Background: an optimization exercise with open tools, aiming at small area and a short achievable clock period. Do not read the settings as production practice.
In this exercise RTL edits were held to simulation tests only and were not proved equivalent to the original.
Power is estimated from default activity; no workload was simulated.

--- flow/flow/run.sh ---
#!/bin/bash
# The standard layout (standard.sh) with the standard synthesis, and these changes:
# - the clock tree uses clkbuf_8, sink clusters of up to 12 within 60 um, and no dummy loads;
# - the port buffers are buf_4 (the repair resizes them where timing needs it).
# Each step's output goes to a log here; ORFS's own logs stay under orfs/logs.
set -euo pipefail
bash standard.sh synth > synth.log 2>&1
bash standard.sh SETUP_SLACK_MARGIN=7.6 \
  "CTS_ARGS=-sink_clustering_enable -repair_clock_nets -dont_use_dummy_load -buf_list sky130_fd_sc_hd__clkbuf_8 -sink_clustering_size 12 -sink_clustering_max_diameter 60" \
  "BUFFER_PORTS_ARGS=-buffer_cell sky130_fd_sc_hd__buf_4" \
  finish > layout.log 2>&1
--- flow/standard.sh ---
#!/bin/bash
# synth_recipe.tcl (not shown) runs the flow's synth.tcl, then flattens the netlist and writes it again
# the make line also repeats each setting of config.mk as NAME=value (left out here)
make -C /OpenROAD-flow-scripts/flow DESIGN_CONFIG=/design/flow/config.mk WORK_HOME=/design/flow/orfs CLKGATE_MAP_FILE= SYNTH_SCRIPT=/design/flow/synth_recipe.tcl "${@:-finish}"
--- flow/config.mk ---
export PLATFORM = sky130hd
export DESIGN_NAME = core_pipe
export DESIGN_NICKNAME = core_pipe
export VERILOG_FILES = /design/flow/design.v
export SDC_FILE = /design/flow/constraint.sdc
export NUM_CORES = 8
export LEC_CHECK = 0
export CAP_MARGIN = 20
export CORE_MARGIN = 2
export CORE_UTILIZATION = 50
export SLEW_MARGIN = 20
export TNS_END_PERCENT = 100
--- flow/constraint.sdc ---
create_clock -name core_clock -period 11.5 [get_ports {clock}]
set_input_delay 2.3000 -clock core_clock [delete_from_list [all_inputs] [get_ports {clock}]]
set_output_delay 2.3000 -clock core_clock [all_outputs]
set_load 0.01 [all_outputs]
--- flow/design.v ---
`timescale 1ns/1ps
module core_pipe (
    input  logic                  clock,
    input  logic                  reset,
    input  logic [31:0]           inst,
    input  logic [64-1:0] pc,
    input  logic                  hold,
    output logic                  wb_write_enable,
    output logic [4:0]            wb_regnum,
    output logic [64-1:0] wb_data,
    output logic                  redirect,
    output logic [64-1:0] redirect_pc,
    output logic                  reserved_inst,
    output logic                  overflow
);
    localparam int XL = 64;
    typedef struct packed {
        logic       we;         
        logic       rsv;        
        logic       ovf_chk;    
        logic       sub;        
        logic       sel_sum;
        logic       sel_lui;
        logic       sel_and;
        logic       sel_or;
        logic       sel_xor;
        logic       sel_slt;
        logic       sel_sltu;
        logic       sel_lt;     
        logic       sel_oth;    
        logic       beq;
        logic       bne;
        logic       bc;
        logic       rdb;        
        logic [4:0] dest;
    } dec_t;
    logic            f_valid;
    dec_t            f_dec;
    logic [25:0]     f_off;           
    logic [XL-1:0]   f_pc;            
    logic [26:0]     f_tlo;           
    logic [XL-1:0]   oa0, oa1, ob0, ob1;
    logic            va, vb;          
    logic [XL-1:0]   op_a, op_b;
    logic            sa_s, sa_0, sb_s, sb_0;
    logic            f_sub_fwd;
    logic [XL-1:0]   d_sum;
    logic [XL-1:0]   d_oth;           
    logic            d_sel_sum;
    logic            d_sel_lt;
    logic            d_ovf_f;         
    logic [4:0]      d_rd;
    logic            d_we_nz;         
    logic            d_we_any;        
    logic            d_rsv, d_ovf, d_taken;
    logic [XL-1:0]   d_res;
    logic            d_wr;            
    logic [31:1]     d_row;           
    logic [XL-1:0]   w_res;
    logic [4:0]      w_rd;
    logic            w_we, w_rsv, w_ovf;
    logic [31:1][XL-1:0] rf;
    logic [31:1]     rf_valid;
    logic [XL-1:0]   lres;            
    logic [XL-1:0]   a, b;            
    logic            go;              
    logic            wr_nz;           
    logic            f_ovf;           
    always_comb begin
        d_res    = d_sel_sum ? d_sum : d_oth;
        d_res[0] = (d_sel_sum || d_sel_lt) ? d_sum[0] : d_oth[0];
    end
    assign d_wr  = d_we_nz && !d_ovf_f;
    dec_t          i_dec;
    logic [5:0]    i_op, i_fn;
    logic          i_sp;
    logic [XL-1:0] i_immval;
    logic [31:1]   sel_a, sel_b;
    logic          byp_a, byp_b;
    logic [XL-1:0] rf_a0, rf_a1, rf_b0, rf_b1;
    always_comb begin
        i_op = inst[31:26];
        i_fn = inst[5:0];
        i_sp = (i_op == 6'h00);
        i_dec.sel_sum  = (i_sp && (i_fn == 6'h2c || i_fn == 6'h2d || i_fn == 6'h2e || i_fn == 6'h2f)) ||
                         i_op == 6'h19;
        i_dec.sel_lui  = (i_op == 6'h0f);
        i_dec.sel_and  = (i_sp && i_fn == 6'h24) || i_op == 6'h0c;
        i_dec.sel_or   = (i_sp && i_fn == 6'h25) || i_op == 6'h0d;
        i_dec.sel_xor  = (i_sp && i_fn == 6'h26) || i_op == 6'h0e;
        i_dec.sel_slt  = (i_sp && i_fn == 6'h2a) || i_op == 6'h0a;
        i_dec.sel_sltu = (i_sp && i_fn == 6'h2b);
        i_dec.sel_lt   = i_dec.sel_slt || i_dec.sel_sltu;
        i_dec.sel_oth  = i_dec.sel_and || i_dec.sel_or || i_dec.sel_xor || i_dec.sel_lui;
        i_dec.beq      = (i_op == 6'h04);
        i_dec.bne      = (i_op == 6'h05);
        i_dec.bc       = (i_op == 6'h32);
        i_dec.we       = i_dec.sel_sum || i_dec.sel_lui || i_dec.sel_and || i_dec.sel_or || i_dec.sel_xor ||
                         i_dec.sel_slt || i_dec.sel_sltu;
        i_dec.rsv      = !(i_dec.we || i_dec.beq || i_dec.bne || i_dec.bc) && (inst != 32'h0);
        i_dec.ovf_chk  = i_sp && (i_fn == 6'h2c || i_fn == 6'h2e);
        i_dec.sub      = (i_sp && (i_fn == 6'h2e || i_fn == 6'h2f || i_fn == 6'h2a || i_fn == 6'h2b)) ||
                         i_op == 6'h0a || i_op == 6'h04 || i_op == 6'h05;
        i_dec.rdb      = i_sp || i_op == 6'h04 || i_op == 6'h05;
        i_dec.dest     = i_sp ? inst[15:11] : inst[20:16];
    end
    assign i_immval = (inst[31:26] == 6'h0f) ? {{(XL-32){inst[15]}}, inst[15:0], 16'h0000}
                    : (inst[31:26] == 6'h19 || inst[31:26] == 6'h0a) ? {{(XL-16){inst[15]}}, inst[15:0]}
                    : {{(XL-16){1'b0}}, inst[15:0]};
    assign byp_a = d_wr && (d_rd == inst[25:21]);
    assign byp_b = d_wr && (d_rd == inst[20:16]);
    always_comb begin
        for (int i = 1; i < 32; i++) begin
            sel_a[i] = (inst[25:21] == 5'(i));
            sel_b[i] = (inst[20:16] == 5'(i));
        end
    end
    always_comb begin
        rf_a0 = '0;
        rf_b0 = '0;
        rf_a1 = '0;
        rf_b1 = '0;
        for (int i = 1; i < 16; i++) begin
            rf_a0 = rf_a0 | (rf[i] & {XL{sel_a[i]}});
            rf_b0 = rf_b0 | (rf[i] & {XL{sel_b[i]}});
        end
        for (int i = 16; i < 32; i++) begin
            rf_a1 = rf_a1 | (rf[i] & {XL{sel_a[i]}});
            rf_b1 = rf_b1 | (rf[i] & {XL{sel_b[i]}});
        end
    end
    logic          fo_a, fo_b;
    assign fo_a = go && wr_nz && (f_dec.sel_oth || f_dec.sel_lt) && (f_dec.dest == inst[25:21]);
    assign fo_b = go && wr_nz && (f_dec.sel_oth || f_dec.sel_lt) && (f_dec.dest == inst[20:16]);
    logic          ra, rb;
    logic [XL-1:0] early_a, early_b;
    assign ra = !hold && !fo_a && !byp_a;
    assign rb = !hold && !fo_b && !byp_b && i_dec.rdb;
    assign early_a = ({XL{hold}} & a)
                   | ({XL{!hold && fo_a}} & lres)
                   | ({XL{!hold && !fo_a && byp_a}} & d_res);
    assign early_b = ({XL{hold}} & b)
                   | ({XL{!hold && i_dec.rdb && fo_b}} & (lres ^ {XL{i_dec.sub}}))
                   | ({XL{!hold && i_dec.rdb && !fo_b && byp_b}} & (d_res ^ {XL{i_dec.sub}}))
                   | ({XL{!hold && !i_dec.rdb}} & (i_immval ^ {XL{i_dec.sub}}));
    logic [XL-1:0] sum;
    logic          cout;
    logic          ovf_raw, eq, slt_s;
    logic [XL-1:0] br_off;            
    logic [XL-1:0] d_sum_b;           
    assign op_a = {XL{va}} & (oa0 | oa1);
    assign op_b = vb ? (ob0 | ob1) : {XL{f_sub_fwd}};
    assign d_sum_b = d_sum ^ {XL{f_sub_fwd}};
    always_comb begin
        a    = sa_s ? d_sum : op_a;
        a[0] = sa_0 ? d_sum[0] : op_a[0];
        b    = sb_s ? d_sum_b : op_b;
        b[0] = sb_0 ? d_sum_b[0] : op_b[0];
    end
    logic [XL-1:0] g0, p0, x0;
    logic [XL+1:0] sum_x;
    assign g0 = a & b;
    assign p0 = a | b;
    assign x0 = a ^ b;
    assign sum_x = {1'b0, a, 1'b1} + {1'b0, b, f_dec.sub};
    assign sum  = sum_x[XL:1];
    assign cout = sum_x[XL+1];
    assign ovf_raw = (a[XL-1] == b[XL-1]) && (sum[XL-1] != a[XL-1]);
    assign slt_s   = (a[XL-1] == b[XL-1]) ? a[XL-1] : sum[XL-1];
    assign eq      = &x0;             
    logic          tg_sgn, tg_inc, tg_dec;
    logic [XL-1:28] tg_hi, pc_ones, pc_zeros;
    assign tg_sgn = f_dec.bc ? f_off[25] : f_off[15];
    assign tg_inc = f_tlo[26] && !tg_sgn;
    assign tg_dec = !f_tlo[26] && tg_sgn;
    logic [XL-1:28] po [7];
    logic [XL-1:28] pz [7];
    always_comb begin
        po[0][28] = 1'b1;
        pz[0][28] = 1'b1;
        for (int i = 29; i < XL; i++) begin
            po[0][i] = f_pc[i-1];
            pz[0][i] = !f_pc[i-1];
        end
        for (int l = 1; l < 7; l++) begin
            for (int i = 28; i < XL; i++) begin
                if (i - 28 >= (1 << (l - 1))) begin
                    po[l][i] = po[l-1][i] && po[l-1][i - (1 << (l - 1))];
                    pz[l][i] = pz[l-1][i] && pz[l-1][i - (1 << (l - 1))];
                end else begin
                    po[l][i] = po[l-1][i];
                    pz[l][i] = pz[l-1][i];
                end
            end
        end
        pc_ones  = po[6];
        pc_zeros = pz[6];
        tg_hi = f_pc[XL-1:28] ^ (({(XL-28){tg_inc}} & pc_ones) | ({(XL-28){tg_dec}} & pc_zeros));
    end
    assign br_off = {tg_hi, f_tlo[25:0], f_pc[1:0]};    
    assign lres = ({XL{f_dec.sel_and}} & g0)
               | ({XL{f_dec.sel_or}}  & p0)
               | ({XL{f_dec.sel_xor}} & x0)
               | ({XL{f_dec.sel_lui}} & b);
    assign go    = f_valid && !hold && !redirect;
    assign f_ovf = f_dec.ovf_chk && ovf_raw;
    assign wr_nz = f_dec.we && (f_dec.dest != 5'd0);
    always_ff @(posedge clock, posedge reset) begin
        if (reset) begin
            f_valid <= 1'b0;
        end else if (redirect) begin
            f_valid <= 1'b0;
        end else if (!hold) begin
            f_valid <= 1'b1;
        end
    end
    always_ff @(posedge clock) begin
        if (!hold) begin
            f_dec <= i_dec;
            f_off <= inst[25:0];
            f_pc  <= pc;
            f_tlo <= {1'b0, pc[27:2]}
                   + {1'b0, (inst[31:26] == 6'h32) ? inst[25:0] : {{10{inst[15]}}, inst[15:0]}};
        end
        oa0    <= early_a | ({XL{ra}} & rf_a0);    
        oa1    <= {XL{ra}} & rf_a1;
        ob0    <= early_b | ({XL{rb && !inst[20]}} & (rf_b0 ^ {XL{i_dec.sub}}));
        ob1    <= {XL{rb && inst[20]}} & (rf_b1 ^ {XL{i_dec.sub}});
        sa_s <= go && wr_nz && f_dec.sel_sum && (f_dec.dest == inst[25:21]) && !f_ovf;
        sa_0 <= go && wr_nz && (f_dec.sel_sum || f_dec.sel_lt) && (f_dec.dest == inst[25:21]) && !f_ovf;
        sb_s <= go && wr_nz && f_dec.sel_sum && (f_dec.dest == inst[20:16]) && i_dec.rdb && !f_ovf;
        sb_0 <= go && wr_nz && (f_dec.sel_sum || f_dec.sel_lt) && (f_dec.dest == inst[20:16]) && i_dec.rdb
                && !f_ovf;
        f_sub_fwd <= i_dec.sub;
        va <= hold || !ra || (|(sel_a & rf_valid));
        vb <= hold || !rb || (|(sel_b & rf_valid));
    end
    always_ff @(posedge clock, posedge reset) begin
        if (reset) begin
            d_we_any <= 1'b0;
            d_we_nz  <= 1'b0;
            d_rsv    <= 1'b0;
            d_ovf    <= 1'b0;
            d_taken  <= 1'b0;
        end else begin
            d_we_any <= go && f_dec.we;
            d_we_nz  <= go && wr_nz;
            d_rsv    <= go && f_dec.rsv;
            d_ovf    <= go && f_ovf;
            d_taken  <= go && (f_dec.bc || (f_dec.beq && eq) || (f_dec.bne && !eq));
        end
    end
    always_ff @(posedge clock) begin
        d_sum     <= sum;                
        d_oth     <= lres | ({XL{f_dec.beq || f_dec.bne || f_dec.bc}} & br_off);
        d_sel_sum <= f_dec.sel_sum;
        d_sum[0]  <= f_dec.sel_slt ? slt_s : f_dec.sel_sltu ? !cout : sum[0];
        d_sel_lt  <= f_dec.sel_lt;
        d_ovf_f   <= go && f_ovf;
        d_rd      <= f_dec.dest;
        for (int i = 1; i < 32; i++) d_row[i] <= (f_dec.dest == 5'(i));
    end
    always_ff @(posedge clock, posedge reset) begin
        if (reset) begin
            w_we  <= 1'b0;
            w_rsv <= 1'b0;
            w_ovf <= 1'b0;
        end else begin
            w_we  <= d_we_any && !d_ovf;
            w_rsv <= d_rsv;
            w_ovf <= d_ovf;
        end
    end
    always_ff @(posedge clock) begin
        w_res <= d_res;
        w_rd  <= d_rd;
    end
    always_ff @(posedge clock, posedge reset) begin
        if (reset) begin
            rf_valid <= '0;
        end else begin
            for (int i = 1; i < 32; i++) begin
                if (d_wr && d_row[i]) rf_valid[i] <= 1'b1;
            end
        end
    end
    always_ff @(posedge clock) begin
        for (int i = 1; i < 32; i++) begin
            if (d_wr && d_row[i]) rf[i] <= d_res;
        end
    end
    assign wb_write_enable = w_we;
    assign wb_regnum       = w_rd;
    assign wb_data         = w_res;
    assign reserved_inst   = w_rsv;
    assign overflow        = w_ovf;
    assign redirect        = d_taken;
    assign redirect_pc     = d_oth;
endmodule
==> impl_results.md, run 1 <==
* CP required at approximately 9.2 ns
* Post-synth top area share at between 50% and 60%
* Post-DP HPWL at ~300000 um
* Post-Syn Instances at 8789
* EDFF count, synth at 2072
* Final Skew at 0.0931 ns
* Synth Warn # at 3
* Slew HR at 7.66%
* Peak Freq at roughly 240 MHz
* Cell Rows at approximately 180
* Congestion Overflow GR at 0
* Final period utilization at between 30% and 40%
* Final min period at just over 4 ns
* R2R Path Start: sb_s$_DFF_P_
* Routed wire length at ~550000 um
* Critical Path Source: w_res[59]$_DFF_P_
* Slowest stage delay, CP at 0.53 ns
* # IOs at between 200 and 250
* Pwr/cell area at 155 nW/um2
* DIE AREA at 232000 um2
* Largest area contributor in the netlist: edfxtp_1
* Slew @ Worst Pin at ~1.4 ns
* Worst hold path class: register to register
* Post-synth ARST share at 1.53%
* Setup WS pre-CTS at 5.18 ns
* CTS max path bufs at 4
* Worst setup margin at approximately 7.4 ns
* Syn_area_per_cell at 13.0 um2
* VDD IR max at 0.0884 mV
* CP Buf/Inv Count at 1
* Initial Util at roughly half
* Gpl congestion at just under 1
* Routed length per instance at around 45 um
* Worst-case reg-to-reg path depth at 13
* Startpoint types: register
* Ys flop type: edfxtp_1
* Final Hold Vio Count at 0
* CORE AREA at 227000 um2
* Num CTS Buffers at 283
* Met2 WL at between 200000 and 250000 um
* Ratio of cells with drive above 1 in the final layout at 20.0%
* LEAKAGE at around 43 nW
* CP delay by family, top: flip-flops
* Final Max Tran Viols at 0
* Core Util, Final at between 50% and 60%
* Pin count of the biggest net entering global routing at 70
* Slowest-stage cell, CP: dfxtp_4
* Vias per Instance at a little under 8
* Routed met1 length at around 180000 um
* Worst-skew pair later-pin latency at roughly 1.1 ns
* Area grow syn2layout at 15.2%
* Ranking of synthesized cells by area: edfxtp_1 54%, dfxtp_1 8.7%, a221oi_1 5.2%
* Final ANT Viol Nets at 0
* Synth unique cells at 85
* Drt first pass iters at 14
* H-tree levels at 5
* CTS tree: done
* Sequential area share after synthesis at 64.1%
* Crit path depth at 1
* DRT iter0 DRCs at between 20k and 25k
* RSZ-0062 raised after global routing: yes
* Flops & latches, synth at 2611
* Final net count at between 9k and 10k
* Top Layer Used: met5
* IO Port Bufs at about 240
* Crit path DAT at approximately 1.8 ns
* Global-route wire length before repair at ~730000 um
* Vias in the first global route at roughly 90k
* Finish-stage setup viols at 0
* Initial antenna violation count at 48
* Metal3 WL at around 100000 um
* Total track usage at 45.4%
* Crit. End Element: output port
* Post-synthesis cell area at approximately 110000 um2
* Status: timing/DRC/antenna clean
* Crit-path cells: buf_6
* Die height at roughly 480 um
* Setup TNS at 0 ns
* Worst-path clk slew at ~0.080 ns
* Critical path class: register to output port
* Vias at 96.4k
* CP Max Fanout at 1
* Min-Delay Startpoint: d_rsv$_DFF_PP0_
* Die Width at approximately 480 um
* CTS Root Cell: clkbuf_8
* Min-Delay Path Depth at 0
* Syn nets at 9046
* Drt drc at 0
* Max Cap Viol at 0
* Clk sink count at roughly 2.6k
## registers in the layout (all words and copies together), names as in the netlist, 2 cells and up
| name | count |
|---|---|
| f_pc | 38 |
| ob0 | 64 |
| ob1 | 64 |
| rf_valid | 31 |
| d_oth | 64 |
| f_off | 2 |
| f_tlo | 27 |
| d_rd | 5 |
| w_rd | 5 |
| oa1 | 64 |
| w_res | 64 |
| d_sum | 64 |
| rf | 1984 |
| d_row | 31 |
| oa0 | 64 |
| f_dec | 21 |
## metrics by stage
stage | area, um2 | std cells | hold slack (ns) | power [mW]
after floorplan | 116000 | 8789 | 0.331 | 12.9
after global placement | 120000 | 11500 | 0.337 | 14.4
after detailed placement | 120000 | 11500 | 0.341 | 14.4
after CTS | 129000 | 12000 | 0.362 | 20.0
after global routing | 131000 | 12100 | 0.362 | 20.7
final | 132000 | 12200 | 0.355 | 20.3
## Yosys cell counts (22+ instances only)
library cell     n
buf_2           70
a221oi_1       681
buf_1          120
nor2_1         513
o21ai_0        365
a21o_1         101
nand2_1        272
xor2_1          54
a31oi_1         82
nor3_1          36
o21a_1          22
a222oi_1       223
a221o_1         56
and2_1          44
a22oi_1        700
edfxtp_1      2072
clkbuf_1       529
o211ai_1        27
xnor2_1        184
nand4_1        181
a21oi_1        207
or2_2           39
o21ai_1         24
o22ai_1         50
mux2i_1         22
mux2_2          60
dfrtp_1         40
inv_1          235
and3_1         136
nand2b_1        29
nand3_1        174
dfxtp_1        499
ha_1           156
a22o_1         566
## per-layer routing
layer,GRT usage (%),vias up
met1,56.2,46900
met3,23.0,2656
met2,63.5,10500
met5,0.0204,-
met4,26.7,32
li1,-,36300
## cells by family (layout without fill, tap and decap cells)
logic type,Yosys count,in the layout,share of synthesized area [%]
and+or+nand+nor,1528,1548,6.57
xor gates and xnor gates,238,238,1.83
AOI/OAI and AO/OA,3209,3209,21.7
other,0,51,0
buffers and inverters,963,1262,3.27
adders and majority gates,158,158,1.74
DFF,2611,2611,64.1
muxes,82,82,0.784
## area by class of cell
cell class              instances  area, um2
clock buffers                 283       3890
multi-input cells            5235      41600
repair buffers                740       7660
inverters                     236        916
diodes                         51        128
well taps                    3009       3760
repair inverters                3       26.3
flip-flops and latches       2611      73500
fillers                     17900      95700
## cell usage in the layout (no fill, tap or decap), types with 49 or more instances in the layout
cell and n:
edfxtp_1 2072, a22oi_1 699, a221oi_1 591, a22o_1 566
buf_4 448, nor2_1 421, dfxtp_1 380, o21ai_0 301
clkbuf_8 288, nand2_1 260, inv_1 224, a222oi_1 223
nand4_1 181, buf_6 179, nand3_1 163, a21oi_1 158
and3_1 132, xnor2_1 114, a21o_1 101, ha_1 89
nor2_4 74, o21ai_1 74, a31oi_1 74, xnor2_2 69
dfxtp_4 69, mux2_2 59, a221o_1 56, xor2_1 54
diode_2 51, dfxtp_2 50, o22ai_1 49
## timing repair
action / CTS / global route
buffers inserted: 201 / 94
gates cloned: 35 / 8
endpoints found under the hold margin: 0 / 0
pin swaps: 119 / 107
endpoints found under the setup margin: 456 / 311
gates resized for setup: 767 / 244
hold buffers: 0 / 0
## worst paths after layout
| path | to | slack [ns] |
|---|---|---|
| max reg2reg | d_taken$_DFF_PP0_ | 7.42 |
| max in group asynchronous | rf_valid[3]$_DFFE_PP0P_ | 9.59 |
| min reg2reg | w_rsv$_DFF_PP0_ | 0.36 |
| min in group asynchronous | d_ovf$_DFF_PP0_ | 1.33 |
| min | w_rsv$_DFF_PP0_ | 0.36 |
| max | wb_data[59] | 7.40 |
## power by group
part / internal (mW) / switching (mW)
combinational: 1.06 / 2.32
sequential: 11.1 / 0.443
clock: 2.20 / 3.23
==> run 2: changes to the inputs <==
--- a/flow/flow/run.sh
+++ b/flow/flow/run.sh
@@ -6,5 +6,5 @@
 set -euo pipefail
 bash standard.sh synth > synth.log 2>&1
-bash standard.sh SETUP_SLACK_MARGIN=7.6 \
+bash standard.sh SETUP_SLACK_MARGIN=7.45 \
   "CTS_ARGS=-sink_clustering_enable -repair_clock_nets -dont_use_dummy_load -buf_list sky130_fd_sc_hd__clkbuf_8 -sink_clustering_size 12 -sink_clustering_max_diameter 60" \
   "BUFFER_PORTS_ARGS=-buffer_cell sky130_fd_sc_hd__buf_4" \
==> run 2 against run 1 <==
Die area did not move. Register-to-register slack barely moved. Still clean on timing, DRC and antenna. Combinational power fell by 6.5%. Sequential power barely moved. Fmax fell by 4.9%. Clock power fell by 0.9%. First-iteration DRC count rose by 5.5%. Clock-buffer cell count fell by 2. Via count rose by 0.76%. Non-clock buffer count fell by 143. Critical endpoint is now f_tlo[26]$_DFFE_PN_. Critical path type is now primary input to register. Hold slack got worse by 0.0059 ns. Worst setup slack got worse by 0.21 ns.
==> impl_results.md, run 2 <==
* Worst-skew pair later-pin latency at 1.09 ns (-0.04 ns)
* Post-DP HPWL at 306000 um (+2.5%)
* Largest area contributor in the netlist: edfxtp_1
* Crit. End Element: register
* Critical path class: primary input to register
* Vias in the first global route at 89.9k (+0.47%)
* LEAKAGE at 41.7 nW (-2.5%)
* Vias per Instance at 8.09 (+2.2%)
* Final Skew at 0.0847 ns (-0.00838 ns)
* Syn nets at 9046 (unchanged)
* CP Max Fanout at 7 (+6)
* Hold EP: w_rsv$_DFF_PP0_
* CORE AREA at 227000 um2 (unchanged)
* Clock group share of total power at 26.8% (about the same)
* Ranking of synthesized cells by area: edfxtp_1 54%, dfxtp_1 8.7%, a221oi_1 5.2%
* Dpl cell area at 120000 um2 (about the same)
* CTS Hold Bufs at 0 (unchanged)
* Final min period at 4.32 ns (+0.212 ns)
* Worst hold path class: register to register
* Sequential area share after synthesis at 64.1% (unchanged)
* Ys flop type: edfxtp_1
* Clk sink count at 2611 (unchanged)
* CP required at 12.27 ns (+3.07 ns)
* Slew @ Worst Pin at 1.27 ns (-0.117 ns)
* DIE AREA at 232000 um2 (unchanged)
* Max Cap Viol at 0 (unchanged)
* Final Max Tran Viols at 0 (unchanged)
* Final Hold Vio Count at 0 (unchanged)
* Fin area at 129000 um2 (-2.3%)
* Status: timing/DRC/antenna clean
* Comb pwr share at 15.7% (-0.9 points)
* Gpl congestion at 1.06 (+8.9%)
* P_int at 14.2 mW (-1.3%)
* Syn_area_per_cell at 13.0 um2 (unchanged)
* Routed wire length at 555000 um (+0.88%)
* Vias at 97.1k (+0.76%)
* Finish-stage setup viols at 0 (unchanged)
* Setup WS pre-CTS at 5.27 ns (+0.0883 ns)
* Final ANT Viol Nets at 0 (unchanged)
* Initial Util at 50.3% (unchanged)
* Slowest stage delay, CP at 0.47 ns (-0.06 ns)
* Initial antenna violation count at 58 (+21%)
* Setup TNS at 0 ns (unchanged)
* Total track usage at 45.8% (+0.44 points)
* Num CTS Buffers at 281 (-0.71%)
* # IOs at 236 (unchanged)
* Pwr/cell area at 156 nW/um2 (+1.1%)
* Top cells by count, synth: 2072 x edfxtp_1, 700 x a22oi_1, 681 x a221oi_1
* Pin count of the biggest net entering global routing at 66 (-5.7%)
* R2R Path Start: sb_s$_DFF_P_
* Most common cell after layout, fill and taps aside: edfxtp_1
* Cell with the most instances after synthesis: edfxtp_1
* Synth Warn # at 3 (unchanged)
* P_sw at 5.93 mW (-1.1%)
* Min-Delay Startpoint: d_rsv$_DFF_PP0_
* Min Hold Slack at 0.349 ns (-0.00593 ns)
* Post-synth ARST share at 1.53% (unchanged)
* Ratio of cells with drive above 1 in the final layout at 17.2% (-2.9 points)
* CTS Root Cell: clkbuf_8
* Die Width at 482 um (unchanged)
* Post-synthesis cell area at 114000 um2 (unchanged)
* Final period utilization at 37.5% (+1.8 points)
* Min-Delay Path Depth at 0 (unchanged)
* Crit-path cells: buf_4, ha_4, nor2b_2, o31a_1, o41a_1, o31ai_4, a311oi_4, a41oi_2, a21oi_2, o21a_1, o21ai_2, nand2b_4
* EDFF count, synth at 2072 (unchanged)
* H-tree levels at 5 (unchanged)
* Final net count at 9206 (-1.7%)
* CTS tree: done
* Reg2reg setup slack at 7.42 ns (about the same)
* Slew HR at 15.4% (+7.8 points)
* Startpoint types: primary input
* Post-synth top area share at 54.5% (unchanged)
* Crit path DAT at 5.09 ns (+3.29 ns)
* VDD IR max at 0.0861 mV (-2.6%)
* CTS max path bufs at 4 (unchanged)
* Slowest-stage cell, CP: o41a_1
* Die height at 482 um (unchanged)
* IO Port Bufs at 235 (unchanged)
* Switching part of the total power at 29.5% (+0.042 points)
* Post-Syn Instances at 8789 (unchanged)
* Peak Freq at 232 MHz (-4.9%)
* Area grow syn2layout at 12.5%
* RSZ-0062 raised after global routing: yes
* Seq pwr share at 57.5% (+0.8 points)
* Worst r2r dst: d_taken$_DFF_PP0_
* Cell Rows at 175 (unchanged)
* Flops & latches, synth at 2611 (unchanged)
* Most frequent cells in the layout: 2072 x edfxtp_1, 700 x a22oi_1, 600 x a221oi_1
* Global-route wire length before repair at 734000 um (+0.83%)
* Worst setup margin at 7.18 ns (-0.212 ns)
* Routed length per instance at 46.3 um (+2.3%)
* DRT iter0 DRCs at 22.6k (+5.5%)
* Worst-path clk slew at 0.09 ns (about the same)
* Tot Pwr at 20.1 mW (-1.2%)
* Drt drc at 0 (unchanged)
* Worst-case reg-to-reg path depth at 15 (+2)
* Congestion Overflow GR at 0 (unchanged)
* Top reg by flops: rf
* Drt first pass iters at 15 (+1)
* Max FFs per register at 1984 (unchanged)
* Synth unique cells at 85 (unchanged)
[run 2: metrics by stage]
| stage | utilization [%] | cells |
|---|---|---|
| after floorplan | - | 8789 |
| after global placement | 52.9 | 11500 |
| after detailed placement | 52.9 | 11500 |
| after CTS | 55.7 | 11900 |
| after global routing | 56.5 | 12000 |
| final | 56.5 | 12000 |
[run 2: final cells by class]
| type | instances | area [um2] |
|---|---|---|
| Antenna cell | 40 | 100 |
| Clock buffer | 281 | 3870 |
| Fill cell | 18300 | 98800 |
| Inverter | 236 | 905 |
| Multi-Input combinational cell | 5221 | 40600 |
| Sequential cell | 2611 | 73300 |
| Tap cell | 3009 | 3760 |
| Timing Repair Buffer | 597 | 5880 |
| Timing Repair inverter | 1 | 8.76 |
[run 2: worst max path at each step]
stage | start | to | depth (start not counted)
2_1_floorplan | inst[27] | f_tlo[26]$_DFFE_PN_ | 15
3_3_place_gp | inst[20] | ob0[7]$_DFF_P_ | 11
3_5_place_dp | inst[20] | ob0[7]$_DFF_P_ | 11
4_1_cts | sb_s$_DFF_P_ | d_sum[0]$_DFF_P_ | 17
5_1_grt | inst[0] | f_tlo[26]$_DFFE_PN_ | 14
6_report | inst[2] | f_tlo[26]$_DFFE_PN_ | 12
[run 2: logic make-up (layout without fill, tap and decap cells)]
family / Yosys count / after routing / synth area share (%)
compound gates: 3209 / 3209 / 21.7
xor+xnor: 238 / 238 / 1.83
fa+ha+maj: 158 / 158 / 1.74
buf+inv: 963 / 1115 / 3.27
flops: 2611 / 2611 / 64.1
mux: 82 / 82 / 0.784
other cells: 0 / 40 / 0
simple gates: 1528 / 1534 / 6.57
[run 2: power groups by stage]
stage	registers (mW)	clock network [mW]	logic (mW)
2_1_floorplan	11.4	0	1.45
3_3_place_gp	11.7	0	2.75
3_5_place_dp	11.7	0	2.79
4_1_cts	11.5	5.35	2.89
5_1_grt	11.5	5.69	3.23
6_report	11.5	5.38	3.16
[run 2: timing repair]
item,4_1_cts,5_1_grt
pin swaps,36,54
cloned,12,11
endpoints found under the setup margin,381,194
gates resized for setup,383,225
setup buffers,78,58
[run 2: layer usage]
| metal | up-vias | GRT usage, % | part of all wire (%) |
|---|---|---|---|
| met1 | 47100 | 57.3 | 33 |
| li1 | 36000 | - | - |
| met4 | 46 | 27.4 | 8.0 |
| met2 | 11100 | 64.8 | 40 |
| met3 | 2835 | 21.0 | 19 |
| met5 | - | 0.531 | 0.12 |
[run 2: critical path: cells and delay by family]
family,cells,cell delay [ns]
buffers and inverters,1,0.16
adders and majority gates,1,0.26
AOI/OAI and AO/OA,8,2.10
and+or+nand+nor,2,0.26
==> run 3: changes to the inputs <==
--- a/flow/config.mk
+++ b/flow/config.mk
@@ -8,5 +8,5 @@
 export CAP_MARGIN = 20
 export CORE_MARGIN = 2
-export CORE_UTILIZATION = 50
+export CORE_UTILIZATION = 45
 export SLEW_MARGIN = 20
 export TNS_END_PERCENT = 100
==> run 3 against run 2 <==
Routed wire length shrank 2.2%. Clock skew is 0.0036 ns higher. Critical path type unchanged. Die area is 11% higher. Design area is 0.36% higher. Power decreased by 0.31%. Fmax is 2.6% higher.
==> impl_results.md, run 3 <==
* Worst hold path class: register to register
* Post-DP HPWL at 298000 um (-2.6%)
* Initial Util at 45.3% (-4.9 points)
* Drt drc at 0 (unchanged)
* Peak Freq at 238 MHz (+2.6%)
* LEAKAGE at 41.7 nW (+0.19%)
* Crit path DAT at 5.19 ns (+0.10 ns)
* # IOs at 236 (unchanged)
* RSZ-0062 raised after global routing: yes
* Die height at 508 um (+5.4%)
* Final period utilization at 36.6% (-0.95 points)
* Slowest stage delay, CP at 0.61 ns (+0.14 ns)
* Top reg by flops: rf
* Critical path class: primary input to register
* Startpoint types: primary input
* DRT iter0 DRCs at 20.6k (-8.7%)
* Sequential area share after synthesis at 64.1% (unchanged)
* Area grow syn2layout at 12.9%
* R2R Path Start: va$_DFF_P_
* Post-synthesis cell area at 114000 um2 (unchanged)
* Ranking of synthesized cells by area: edfxtp_1 54%, dfxtp_1 8.7%, a221oi_1 5.2%
* Routed wire length at 543000 um (-2.2%)
* Status: timing/DRC/antenna clean
* Ratio of cells with drive above 1 in the final layout at 17.8% (+0.62 points)
* Dpl cell area at 120000 um2 (+0.17%)
* IO Port Bufs at 235 (unchanged)
* Vias per Instance at 7.74 (-4.3%)
* Crit. End Element: register
* Global-route wire length before repair at 722000 um (-1.7%)
* Setup TNS at 0 ns (unchanged)
* Slew @ Worst Pin at 1.36 ns (+0.0891 ns)
* Num CTS Buffers at 283 (+0.71%)
* CP delay by family, top: buffers and inverters
* CP Buf/Inv Count at 4 (+3)
* Die Width at 508 um (+5.4%)
* Ys flop type: edfxtp_1
* Cell Rows at 184 (+5.1%)
* Worst setup margin at 7.29 ns (+0.109 ns)
* Initial antenna violation count at 35 (-40%)
* Most frequent cells in the layout: 2072 x edfxtp_1, 699 x a22oi_1, 595 x a221oi_1
* Post-Syn Instances at 8789 (unchanged)
* CTS max path bufs at 4 (unchanged)
* Top cells by count, synth: 2072 x edfxtp_1, 700 x a22oi_1, 681 x a221oi_1
* Total track usage at 40.2% (-5.6 points)
* Final min period at 4.21 ns (-0.109 ns)
* Final Hold Vio Count at 0 (unchanged)
* Max FFs per register at 1984 (unchanged)
* Clk sink count at 2611 (unchanged)
* Syn_area_per_cell at 13.0 um2 (unchanged)
* Filler Cell Count at 21.3k (+17%)
* Final net count at 9246 (+0.43%)
* Final Max Tran Viols at 0 (unchanged)
* VDD IR max at 0.139 mV (+62%)
* CTS tree: done
* Largest area contributor in the netlist: edfxtp_1
* EDFF count, synth at 2072 (unchanged)
* Syn nets at 9046 (unchanged)
* Tot Pwr at 20.0 mW (-0.31%)
* Max Cap Viol at 0 (unchanged)
* Cell with the most instances after synthesis: edfxtp_1
* Post-synth top area share at 54.5% (unchanged)
* Worst-skew pair later-pin latency at 1.12 ns (+0.03 ns)
* Routed length per instance at 43.9 um (-5.1%)
* Congestion Overflow GR at 0 (unchanged)
* Vias in the first global route at 89.1k (-0.88%)
* CP required at 12.48 ns (+0.21 ns)
* Flops & latches, synth at 2611 (unchanged)
* CP Max Fanout at 28 (+21)
* Gpl congestion at 1.01 (-4.7%)
* Post-synth ARST share at 1.53% (unchanged)
* Slowest-stage cell, CP: buf_4
* Min-Delay Startpoint: d_rd[1]$_DFF_P_
* DIE AREA at 258000 um2 (+11%)
* Pin count of the biggest net entering global routing at 82 (+24%)
* Cell mode on critical path: buf_4
* Synth unique cells at 85 (unchanged)
* Setup WS pre-CTS at 4.91 ns (-0.365 ns)
* Final Skew at 0.0883 ns (+0.00362 ns)
* Pwr/cell area at 155 nW/um2 (-0.66%)
* Critical Path Source: inst[17]
* Fin area at 129000 um2 (+0.36%)
* Final ANT Viol Nets at 0 (unchanged)
* Worst-path clk slew at 0.08 ns (about the same)
* Synth Warn # at 3 (unchanged)
* Most common cell after layout, fill and taps aside: edfxtp_1
* CORE AREA at 252000 um2 (+11%)
* Slew HR at 9.49% (-5.9 points)
* Crit-path cells: buf_4, nand3b_1, buf_4, nor2_4, buf_4, buf_6, a22o_1, a221oi_1, nand4_1, xnor2_2, nor2_1
* H-tree levels at 5 (unchanged)
* Drt first pass iters at 13 (-2)
* Vias at 95.8k (-1.4%)
* Finish-stage setup viols at 0 (unchanged)
* CTS Root Cell: clkbuf_8
run 3: cell counts after synthesis:
No cell type changed its count.
run 3: what timing repair did:
action                                  CTS  global route
cloned                                   21             8
setup buffers                           118            70
pin swaps                                66            51
hold buffers                              0             0
endpoints found under the setup margin  423           238
resized for setup                       419           204
run 3: final cells by class:
class / instances / area (um2) / share of cell area [%]
Sequential cell: 2611 / 73400 / 56.9
Inverter: 236 / 907 / 0.703
Timing Repair Buffer: 624 / 5890 / 4.57
Clock buffer: 283 / 3890 / 3.02
Multi-Input combinational cell: 5231 / 40600 / 31.5
Timing Repair inverter: 2 / 17.5 / 0.0136
Tap cell: 3348 / 4190 / 3.25
Antenna cell: 32 / 80.1 / 0.0621
run 3: cells by family after synthesis:
kind of cell             count (synthesis)  synth area share (%)
multiplexers                            82                 0.784
adder cells (fa/ha/maj)                158                  1.74
buffers and inverters                  963                  3.27
XOR/XNOR                               238                  1.83
AO/OA/AOI/OAI                         3209                  21.7
AND/OR/NAND/NOR                       1528                  6.57
flip-flops                            2611                  64.1
run 3: worst paths after layout:
path | cells after the start | slack [ns] | endpoint
hold / removal | 0 | 0.38 | w_rd[1]$_DFF_P_
setup reg to reg | 13 | 7.43 | d_sum[55]$_DFF_P_
setup / recovery | 11 | 7.29 | ob1[47]$_DFF_P_
min in group asynchronous | 3 | 1.35 | d_rsv$_DFF_PP0_
hold reg to reg | 0 | 0.38 | w_rd[1]$_DFF_P_
max in group asynchronous | 3 | 9.57 | rf_valid[11]$_DFFE_PP0P_
run 3: stage by stage:
step / hold slack, ns / cells / util, %
final: 0.382 / 12400 / 51.2
after global routing: 0.391 / 12300 / 51.2
after CTS: 0.372 / 12300 / 50.6
after detailed placement: 0.347 / 11800 / 47.8
after global placement: 0.339 / 11800 / 47.8
after floorplan: 0.331 / 8789 / -
run 3: routing by layer:
metal	vias up	track usage (%)	share of wire (%)	wire length (um)
met2	10300	56.4	40	219000
met3	2462	18.9	18	98300
li1	36100	-	-	-
met4	20	23.0	7.4	40000
met1	46900	50.7	34	185000
met5	-	0.389	0.090	491
run 3: power breakdown:
part / internal, mW / switching [mW] / leakage (nW) / total, mW
logic: 0.904 / 2.14 / 16.3 / 3.04
registers: 11.1 / 0.484 / 23.4 / 11.6
clock network: 2.20 / 3.23 / 2.03 / 5.43
total: 14.2 / 5.85 / 41.7 / 20.0
run 3: worst reg2reg max path: cells and delay by family, from the launching register on:
family | cells | cell delay [ns]
XOR/XNOR | 1 | 0.16
AND/OR/NAND/NOR | 2 | 0.68
flip-flops | 1 | 0.55
adder cells (fa/ha/maj) | 1 | 0.31
buffers and inverters | 1 | 0.36
AO/OA/AOI/OAI | 8 | 1.83

separate check: timing with driven ports:
How much do the figures lean on ideal ports? The routed layouts below were timed once more, with nothing changed but the port constraints.
Step 1: set_driving_cell puts a clkbuf_16 on clock and a buf_2 on each other input, an assumption about the parent block.
Step 2 moves the port delays by t, midway between the first and last clock arrival at a register: inputs arrive t later, outputs are due t later. That takes back most of the time a late clock gives input paths.
Slacks: ideal / step 1 / step 2; pairs: ideal / step 1.
run	t, ns	setup slack, ns	latest minus earliest clock arrival (ns)
run 1	1.181	7.397 / 7.296 / 6.316	0.094 / 0.094
run 2	1.151	7.185 / 7.235 / 6.084	0.088 / 0.089
run 3	1.172	7.293 / 7.357 / 6.185	0.109 / 0.108
After both steps setup and hold are still met in every run listed. The setup slack of run 3, which loses most, moves by +0.064 ns with the drivers and by -1.108 ns with both steps.
